Context: an optimization exercise on an open-source flow, tuned for a short achievable clock period and few clock cycles. The choices shown serve that exercise and are no tape-out recipe.
In this exercise RTL edits were held to simulation tests only and were not proved equivalent to the original.
Power figures rest on the tool's default switching activity, not on a simulated workload.

==> flow/design.v <==
module decoder (
    input  logic [32-1:0] instr_i,
    output logic [12-1:0]    ctrl_o
);
    localparam logic [5:0] OpSpecial = 6'h00;
    localparam logic [5:0] OpJ       = 6'h02;
    localparam logic [5:0] OpBeq     = 6'h04;
    localparam logic [5:0] OpBne     = 6'h05;
    localparam logic [5:0] OpAddiu   = 6'h09;
    localparam logic [5:0] OpOri     = 6'h0d;
    localparam logic [5:0] OpLui     = 6'h0f;
    localparam logic [5:0] OpLw      = 6'h23;
    localparam logic [5:0] OpSw      = 6'h2b;
    localparam logic [5:0] FnAddu = 6'h21;
    localparam logic [5:0] FnSubu = 6'h23;
    localparam logic [5:0] FnAnd  = 6'h24;
    localparam logic [5:0] FnOr   = 6'h25;
    localparam logic [5:0] FnXor  = 6'h26;
    localparam logic [5:0] FnSlt  = 6'h2a;
    logic [5:0] opcode;
    logic [5:0] funct;
    logic [12-1:0] dec;
    assign opcode = instr_i[31:26];
    assign funct  = instr_i[5:0];
    always_comb begin
        dec = '0;
        case (opcode)
            OpSpecial: begin
                dec[5] = 1'b1;
                case (funct)
                    FnAddu:  dec[11:9] = 3'd0;
                    FnSubu:  dec[11:9] = 3'd1;
                    FnAnd:   dec[11:9] = 3'd2;
                    FnOr:    dec[11:9] = 3'd3;
                    FnXor:   dec[11:9] = 3'd4;
                    FnSlt:   dec[11:9] = 3'd5;
                    default: dec[5] = 1'b0;  
                endcase
            end
            OpAddiu: begin
                dec[11:9]    = 3'd0;
                dec[8]   = 1'b1;
                dec[7]  = 1'b1;
                dec[6]    = 1'b1;
                dec[5] = 1'b1;
            end
            OpOri: begin
                dec[11:9]    = 3'd3;
                dec[8]   = 1'b1;
                dec[6]    = 1'b1;
                dec[5] = 1'b1;
            end
            OpLui: begin
                dec[11:9]    = 3'd6;
                dec[8]   = 1'b1;
                dec[6]    = 1'b1;
                dec[5] = 1'b1;
            end
            OpLw: begin
                dec[11:9]    = 3'd0;
                dec[8]   = 1'b1;
                dec[7]  = 1'b1;
                dec[6]    = 1'b1;
                dec[5] = 1'b1;
                dec[4]  = 1'b1;
            end
            OpSw: begin
                dec[11:9]    = 3'd0;
                dec[8]   = 1'b1;
                dec[7]  = 1'b1;
                dec[3] = 1'b1;
            end
            OpBeq: begin
                dec[11:9]    = 3'd0;
                dec[7]  = 1'b1;
                dec[2]   = 1'b1;
            end
            OpBne: begin
                dec[11:9]    = 3'd0;
                dec[7]  = 1'b1;
                dec[2]   = 1'b1;
                dec[1] = 1'b1;
            end
            OpJ: dec[0] = 1'b1;
            default: dec = '0;
        endcase
        if ((dec[6] ? instr_i[20:16] : instr_i[15:11]) == '0) begin
            dec[5] = 1'b0;
        end
    end
    assign ctrl_o = dec;
endmodule
module regFile (
    input  logic                    clk,
    input  logic                    we_i,
    input  logic [5-1:0] wa_i,
    input  logic [32-1:0]   wd_i,
    input  logic [5-1:0] ra1_i,
    input  logic [5-1:0] ra2_i,
    output logic [32-1:0]   rd1_o,
    output logic [32-1:0]   rd2_o
);
    logic [32-1:0] regs [1:32-1];  
    always_ff @(posedge clk) begin
        if (we_i && wa_i != '0) begin
            regs[wa_i] <= wd_i;
        end
    end
    assign rd1_o = (ra1_i == '0) ? '0 : (we_i && ra1_i == wa_i) ? wd_i : regs[ra1_i];
    assign rd2_o = (ra2_i == '0) ? '0 : (we_i && ra2_i == wa_i) ? wd_i : regs[ra2_i];
endmodule
module stageReg #(
    parameter int W = 1
) (
    input  logic         clk,
    input  logic         rstN_i,
    input  logic         hold_i,
    input  logic         clear_i,
    input  logic [W-1:0] d_i,
    output logic [W-1:0] q_o
);
    always_ff @(posedge clk or negedge rstN_i) begin
        if (!rstN_i) begin
            q_o <= '0;
        end else if (!hold_i) begin
            if (clear_i) begin
                q_o <= '0;
            end else begin
                q_o <= d_i;
            end
        end
    end
endmodule
module alu (
    input  logic [2:0]            op_i,
    input  logic [32-1:0] a_i,
    input  logic [32-1:0] b_i,
    output logic [32-1:0] y_o
);
    logic lessThan;
    assign lessThan = $signed(a_i) < $signed(b_i);
    always_comb begin
        case (op_i)
            3'd0: y_o = a_i + b_i;  
            3'd1: y_o = a_i - b_i;
            3'd2: y_o = a_i & b_i;
            3'd3:  y_o = a_i | b_i;
            3'd4: y_o = a_i ^ b_i;
            3'd5: y_o = {{(32 - 1){1'b0}}, lessThan};
            3'd6: y_o = b_i << 16;
            default:  y_o = '0;
        endcase
    end
endmodule
module hazardUnit (
    input  logic [5-1:0] rsD_i,
    input  logic [5-1:0] rtD_i,
    input  logic [5-1:0] rsE_i,
    input  logic [5-1:0] rtE_i,
    input  logic [5-1:0] dstE_i,
    input  logic [5-1:0] dstM_i,
    input  logic                    regWriteM_i,
    input  logic                    memReadE_i,
    input  logic                    takenE_i,
    input  logic                    iStall_i,
    input  logic                    dStall_i,
    output logic                    freeze_o,
    output logic                    stallD_o,
    output logic                    flushD_o,
    output logic                    flushE_o,
    output logic                    fwdA_o,
    output logic                    fwdB_o
);
    logic loadUse;
    assign freeze_o = iStall_i | dStall_i;  
    assign loadUse = memReadE_i && dstE_i != '0 && (dstE_i == rsD_i || dstE_i == rtD_i);
    assign stallD_o = loadUse;
    assign flushE_o = loadUse;
    assign flushD_o = takenE_i;  
    assign fwdA_o = regWriteM_i && dstM_i == rsE_i;
    assign fwdB_o = regWriteM_i && dstM_i == rtE_i;
endmodule
module datapath (
    input  logic                    clk,
    input  logic                    rstN_i,
    input  logic                    iStall_i,
    input  logic                    dStall_i,
    output logic [32-1:0]   pcF_o,
    output logic                    instEnF_o,
    input  logic [32-1:0]   instrF_i,
    output logic                    memEnM_o,
    output logic [32-1:0]   memAddrM_o,
    output logic [3:0]              memWenM_o,
    output logic [32-1:0]   memWdataM_o,
    input  logic [32-1:0]   memRdataM_i,
    output logic [32-1:0]   debugWbPc_o,
    output logic [3:0]              debugWbRfWen_o,
    output logic [5-1:0] debugWbRfWnum_o,
    output logic [32-1:0]   debugWbRfWdata_o
);
    localparam int XL = 32;
    localparam int AW = 5;
    localparam int CW = 12;
    localparam int IfIdW  = 2 * XL;                      
    localparam int IdExW  = XL + CW + 3 * AW + 3 * XL;   
    localparam int ExMemW = XL + 3 + AW + 2 * XL;        
    logic freeze;
    logic stallD;
    logic flushD;
    logic flushE;
    logic fwdA;
    logic fwdB;
    logic takenE;
    logic rfWenM;
    logic [XL-1:0] pcF;
    logic [XL-1:0] pcNext;
    logic [XL-1:0] pcPlus4F;
    logic [XL-1:0] pcPlus4D;
    logic [XL-1:0] jumpTargetD;
    logic [XL-1:0] immD;
    logic [XL-1:0] rd1D;
    logic [XL-1:0] rd2D;
    logic [XL-1:0] rsValE;
    logic [XL-1:0] rtValE;
    logic [XL-1:0] aluBE;
    logic [XL-1:0] aluOutE;
    logic [XL-1:0] branchTargetE;
    logic [XL-1:0] resultM;
    logic [AW-1:0] rsD;
    logic [AW-1:0] rtD;
    logic [AW-1:0] dstD;
    logic [CW-1:0] ctrlD;
    logic [IfIdW-1:0] ifIdF;
    logic [IfIdW-1:0] ifIdD;
    logic [XL-1:0]    pcD;
    logic [XL-1:0]    instrD;
    logic [IdExW-1:0] idExD;
    logic [IdExW-1:0] idExE;
    logic [XL-1:0]    pcE;
    logic [CW-1:0]    ctrlE;
    logic [AW-1:0]    rsE;
    logic [AW-1:0]    rtE;
    logic [AW-1:0]    dstE;
    logic [XL-1:0]    rsValueE;
    logic [XL-1:0]    rtValueE;
    logic [XL-1:0]    immE;
    logic [ExMemW-1:0] exMemE;
    logic [ExMemW-1:0] exMemM;
    logic [XL-1:0]     pcM;
    logic              regWriteM;
    logic              memReadM;
    logic              memWriteM;
    logic [AW-1:0]     dstM;
    logic [XL-1:0]     aluOutM;
    logic [XL-1:0]     storeDataM;
    hazardUnit hazard (
        .rsD_i(rsD), .rtD_i(rtD), .rsE_i(rsE), .rtE_i(rtE),
        .dstE_i(dstE), .dstM_i(dstM), .regWriteM_i(regWriteM),
        .memReadE_i(ctrlE[4]), .takenE_i(takenE),
        .iStall_i(iStall_i), .dStall_i(dStall_i),
        .freeze_o(freeze), .stallD_o(stallD), .flushD_o(flushD), .flushE_o(flushE),
        .fwdA_o(fwdA), .fwdB_o(fwdB)
    );
    assign pcPlus4F = pcF + 32'd4;
    assign pcNext = takenE ? branchTargetE : ctrlD[0] ? jumpTargetD : pcPlus4F;
    always_ff @(posedge clk or negedge rstN_i) begin
        if (!rstN_i) begin
            pcF <= 32'hbfc00000;
        end else if (!(freeze || stallD)) begin
            pcF <= pcNext;
        end
    end
    assign pcF_o     = pcF;
    assign instEnF_o = ~flushD;  
    assign ifIdF     = {pcF, instrF_i};
    stageReg #(.W(IfIdW)) ifIdReg (
        .clk(clk), .rstN_i(rstN_i), .hold_i(freeze || stallD), .clear_i(flushD),
        .d_i(ifIdF), .q_o(ifIdD)
    );
    assign {pcD, instrD} = ifIdD;
    decoder decoderD (.instr_i(instrD), .ctrl_o(ctrlD));
    assign rsD  = instrD[25:21];
    assign rtD  = instrD[20:16];
    assign dstD = ctrlD[6] ? rtD : instrD[15:11];
    assign immD = ctrlD[7] ? {{16{instrD[15]}}, instrD[15:0]}
                                       : {16'b0, instrD[15:0]};
    assign pcPlus4D    = pcD + 32'd4;
    assign jumpTargetD = {pcPlus4D[31:28], instrD[25:0], 2'b00};
    regFile regFileD (
        .clk(clk), .we_i(rfWenM), .wa_i(dstM), .wd_i(resultM),
        .ra1_i(rsD), .ra2_i(rtD), .rd1_o(rd1D), .rd2_o(rd2D)
    );
    assign idExD = {pcD, ctrlD, rsD, rtD, dstD, rd1D, rd2D, immD};
    stageReg #(.W(IdExW)) idExReg (
        .clk(clk), .rstN_i(rstN_i), .hold_i(freeze), .clear_i(flushE),
        .d_i(idExD), .q_o(idExE)
    );
    assign {pcE, ctrlE, rsE, rtE, dstE, rsValueE, rtValueE, immE} = idExE;
    assign rsValE = fwdA ? aluOutM : rsValueE;
    assign rtValE = fwdB ? aluOutM : rtValueE;
    assign aluBE  = ctrlE[8] ? immE : rtValE;
    alu aluE (.op_i(ctrlE[11:9]), .a_i(rsValE), .b_i(aluBE), .y_o(aluOutE));
    assign takenE = ctrlE[2] && ((rsValE == rtValE) != ctrlE[1]);
    assign branchTargetE = pcE + 32'd4 + {immE[29:0], 2'b00};
    assign exMemE = {pcE, ctrlE[5], ctrlE[4], ctrlE[3],
                     dstE, aluOutE, rtValE};
    stageReg #(.W(ExMemW)) exMemReg (
        .clk(clk), .rstN_i(rstN_i), .hold_i(freeze), .clear_i(1'b0),
        .d_i(exMemE), .q_o(exMemM)
    );
    assign {pcM, regWriteM, memReadM, memWriteM, dstM, aluOutM, storeDataM} = exMemM;
    assign memEnM_o    = memReadM | memWriteM;
    assign memAddrM_o  = aluOutM;
    assign memWenM_o   = {4{memWriteM & ~freeze}};  
    assign memWdataM_o = storeDataM;
    assign resultM     = memReadM ? memRdataM_i : aluOutM;
    assign rfWenM      = regWriteM & ~freeze;
    assign debugWbPc_o      = pcM;
    assign debugWbRfWen_o   = {4{rfWenM}};
    assign debugWbRfWnum_o  = dstM;
    assign debugWbRfWdata_o = resultM;
endmodule
==> flow/run.sh <==
#!/bin/bash
# synth_recipe.tcl (not shown) runs the flow's synth.tcl, then flattens the netlist and writes it again
# the make line also repeats each setting of config.mk as NAME=value (left out here)
make -C /OpenROAD-flow-scripts/flow DESIGN_CONFIG=/design/flow/config.mk WORK_HOME=/design/flow/orfs CLKGATE_MAP_FILE= SYNTH_SCRIPT=/design/flow/synth_recipe.tcl finish
==> flow/config.mk <==
export PLATFORM = sky130hd
export DESIGN_NAME = datapath
export DESIGN_NICKNAME = datapath
export VERILOG_FILES = /design/flow/design.v
export SDC_FILE = /design/flow/constraint.sdc
export NUM_CORES = 4
export LEC_CHECK = 0
export CAP_MARGIN = 20
export CORE_MARGIN = 2
export CORE_UTILIZATION = 40
export PLACE_DENSITY = 0.6
export SLEW_MARGIN = 20
==> flow/constraint.sdc <==
create_clock -name core_clock -period 5.5 [get_ports {clk}]
set_input_delay 1.1000 -clock core_clock [delete_from_list [all_inputs] [get_ports {clk}]]
set_output_delay 1.1000 -clock core_clock [all_outputs]
set_load 0.01 [all_outputs]
==> impl_results.md <==
* Status: timing/DRC/antenna clean
* CP Capture Point: instEnF_o
* Most common library cells after synthesis: edfxtp_1 (992), nand2_1 (575), mux4_2 (434), a21oi_1 (355), dfrtp_1 (328)
* Final HPWL DP at between 150,000 and 200,000 um
* Largest cells by area after synthesis: edfxtp_1 (43%), mux4_2 (14%), dfrtp_1 (12%)
* Setup ws final at roughly 0.09 ns
* Final Slew Violations at 0
* H-tree depth at 4
* Post-Synth Adder-Cell Area at 0.0305
* Xor/xnor share of the synthesized area at 0.0164
* P per Cell Area at between 400 and 500 nW/um^2
* Main combinational cell family by area after synthesis: multiplexers
* Warnings from Yosys at 7
* Clk_skew at 0.0550 ns
* CTS root buf: clkbuf_16
* Final Net Count at ~5,700
* Die Height at around 420 um
* Cts bufs inserted at ~150
* Syn Area/Cell at 13.3 um^2
* Setup WS pre-CTS at -0.0575 ns
* Lkg Pwr at approximately 29 nW
* Wire per inst at between 30 and 40 um
* Post-synthesis simple-gate area fraction at 0.0695
* Clock buffer depth at 3
* GPL Wtd Cong at ~0.95
* Worst-path cell chain: xnor2_2 > nand4_1 > or2_4 > mux2i_2 > xor2_1 > nand4_1 > nor4_2 > nand4_1 > mux2i_4 > inv_1 > dlygate4sd2_1
* Die width at between 400 and 500 um
* Vias in the first global route at between 40,000 and 50,000
* 1st-pass router iterations at 6
* Syn nets at 5,463
* Worst r2r dst: exMemReg.q_o[61]
* Hold WC Path Type: in -> async
* Worst endpoint required time at approximately 4.4 ns
* Syn Inst Count at approximately 5,200
* Reg2Reg Depth at 19
* GR Overflow Total at 0
* Yosys reg bits at between 1,000 and 1,500
* Critical Path Slowest Stage Cell: dfrtp_2
* Share of the synthesized area in the top cell type at 0.430
* Initial antenna violation count at 8
* Die footprint at roughly 180,000 um^2
* Routed wire length at ~240,000 um
* CTS tree: done
* Most common cell on crit path: nand4_1
* Post-synth EDFFs at ~1,000
* Tmin final at around 5.4 ns
* Starting Density at 0.403
* Layout cells sized above 1 at 0.192
* CTS clk-pin slew, worst paths at ~0.060 ns
* Worst path max stage delay at about 0.46 ns
* FFs w/ async S/R, synth at 0.254
* IO buf count at approximately 240
* Max_cap viols at 0
* Mux cell area share after synthesis at 0.194
* Compound-gate portion of the synthesized area at 0.109
* Tightest Pin Transition at approximately 1.2 ns
* Fillers at around 15,000
* Fin. Hold Viols at 0
* Final setup violation count at 0
* Worst setup startpoint: exMemReg.q_o[65]
* Tot GR Track Use at 0.271
* Startpoint Class: register
* Netlist cell types at 82
* Reg2reg setup slack at 0.40 ns
* Hold_ws at roughly 0.25 ns
* Row count at approximately 150
* Slew HR at 0.164
* Final ANT Viol Nets at 0
* DR iter-0 viols at between 6,000 and 7,000
* Clock Latency Late Sink at between 0.8 and 0.9 ns
* Critical path class: reg -> out
* DR DRC count at 0
* Count leader, synth: edfxtp_1
* Leading area contributor after synthesis: edfxtp_1
* P&R area growth vs syn at 15.9%
* Vias post-DR at between 40,000 and 50,000
* Area of the multi-input gates at 29,600 um^2
* Max Fclk at roughly 0.18 GHz
* Worst R2R Start: exMemReg.q_o[64]
* Critical path arrival at 4.31 ns
* Core ar. at roughly 170,000 um^2
* # clock sinks at 1,329
* Ys flop type: edfxtp_1
* Seq/Total Area, Yosys at 0.551
* Cell Area, Synth at roughly 69,000 um^2
* Largest net degree at the start of global routing at ~130
* First-pass GRT wire length at about 340,000 um
* Fin crit share at 0.983
* Max rail drop VDD at between 0.3 and 0.4 mV
* Crit path max fanout at 4
* # hold bufs at CTS at 0
* Vias per cell at roughly 6.2
* Worst setup EP type: output port
* Sequential cell area at around 38,000 um^2
* IO Count at between 200 and 250
==> logic make-up after synthesis <==
logic type | after synthesis
buf+inv | 517
xor+xnor | 130
compound gates | 1185
flops | 1329
simple gates | 1115
fa+ha+maj | 167
mux | 785
==> metal layers <==
metal / track usage / routed length [um]
met1: 0.369 / 96200
met2: 0.427 / 113000
met3: 0.0529 / 22300
met4: 0.105 / 9950
met5: 0 / 49
==> sequential cells by signal (all words and copies together), names as in the netlist <==
name	cells
regFileD.regs	992
exMemReg.q_o	104
ifIdReg.q_o	64
idExReg.q_o	137
pcF	32
==> worst max-delay path: cells and delay by family (launching register included) <==
family                    cells  cell delay, ns
xor gates and xnor gates      2            0.53
DFF                           1            0.46
and+or+nand+nor               5            1.50
buffers and inverters         2            0.36
muxes                         2            0.65
==> cell type report <==
cell class,count,share of cell area
Clock inverter,65,0.00918
Multi-Input combinational cell,3383,0.369
Tap cell,2310,0.0360
Clock buffer,194,0.0489
Sequential cell,1329,0.476
Inverter,123,0.00574
Antenna cell,2,0.0000623
Timing Repair Buffer,450,0.0553
==> per-stage QoR <==
step | area, um^2 | power (mW) | TNS, ns | utilization | cells
3_5_place_dp | 75400 | 24.1 | -0.219 | 0.439 | 7590
6_report | 80400 | 33.9 | 0 | 0.467 | 7856
5_1_grt | 80400 | 35.3 | -0.00639 | 0.467 | 7854
2_1_floorplan | 69300 | 19.3 | 0 | - | 5228
4_1_cts | 80300 | 33.9 | 0 | 0.467 | 7852
3_3_place_gp | 75400 | 24.1 | 0 | 0.439 | 7590
==> where the power goes <==
group | switching [mW] | leakage (nW) | internal [mW]
Combinational | 6.41 | 13.4 | 4.14
Sequential | 1.23 | 13.2 | 12.4
Clock | 4.20 | 2.25 | 5.53
Total | 11.8 | 28.8 | 22.1
==> worst min path at each step <==
| stage | startpoint | endpoint | cells past startpoint |
|---|---|---|---|
| finish | rstN_i | exMemReg.q_o[59] | 1 |
| global route | rstN_i | exMemReg.q_o[62] | 1 |
| CTS | rstN_i | exMemReg.q_o[62] | 1 |
| detailed placement | exMemReg.q_o[85] | exMemReg.q_o[85] | 2 |
| global placement | exMemReg.q_o[75] | exMemReg.q_o[75] | 2 |
| floorplan | idExReg.q_o[114] | exMemReg.q_o[69] | 2 |
==> timing repair <==
action | CTS | global route
endpoints found under the setup margin | 5 | 2
buffers inserted | 2 | 2
cloned | 1 | 0
pin swaps | 6 | 6
resized for setup | 29 | 16
==> cell usage in the layout (no fill, tap or decap), types with 32 or more instances in the layout <==
cell type / instances
buf_4: 170
o221ai_1: 68
a22o_1: 64
nor2_1: 209
o21ai_0: 299
ha_1: 164
a21oi_1: 355
mux2i_1: 231
clkbuf_1: 41
nor2b_1: 47
mux4_2: 434
mux2_2: 107
edfxtp_1: 992
xor2_1: 55
inv_1: 120
clkbuf_16: 148
clkdlybuf4s50_1: 240
dfrtp_1: 315
nand3_1: 36
nor3_1: 93
a21o_1: 38
nand2_1: 569
a221oi_1: 69
nor2_4: 32
xnor2_1: 66
a31oi_1: 40
buf_12: 36

==> port drivers added, routing unchanged <==
Ports are ideal in the flow. The routed layout listed here was re-timed in OpenROAD. Step 1 assumes that a clkbuf_16 drives the clock port and a buf_2 every other input. Step 2 adds t to the input delays and takes it off the output delays; t is the mean of the earliest and latest rising clock arrival at the registers after step 1. Input paths then give back, and output paths get back, about the clock's delay inside the block. Three values: ideal, step 1, step 2; two values: the first two.
t (ns): 0.883
slack for setup (ns): 0.091 / 0.001 / 0.405
hold WS [ns]: 0.246 / 0.213 / 0.469
After both steps this run still meets setup and hold. The setup slack of this run moves by -0.090 ns with the drivers and by +0.314 ns with both steps.
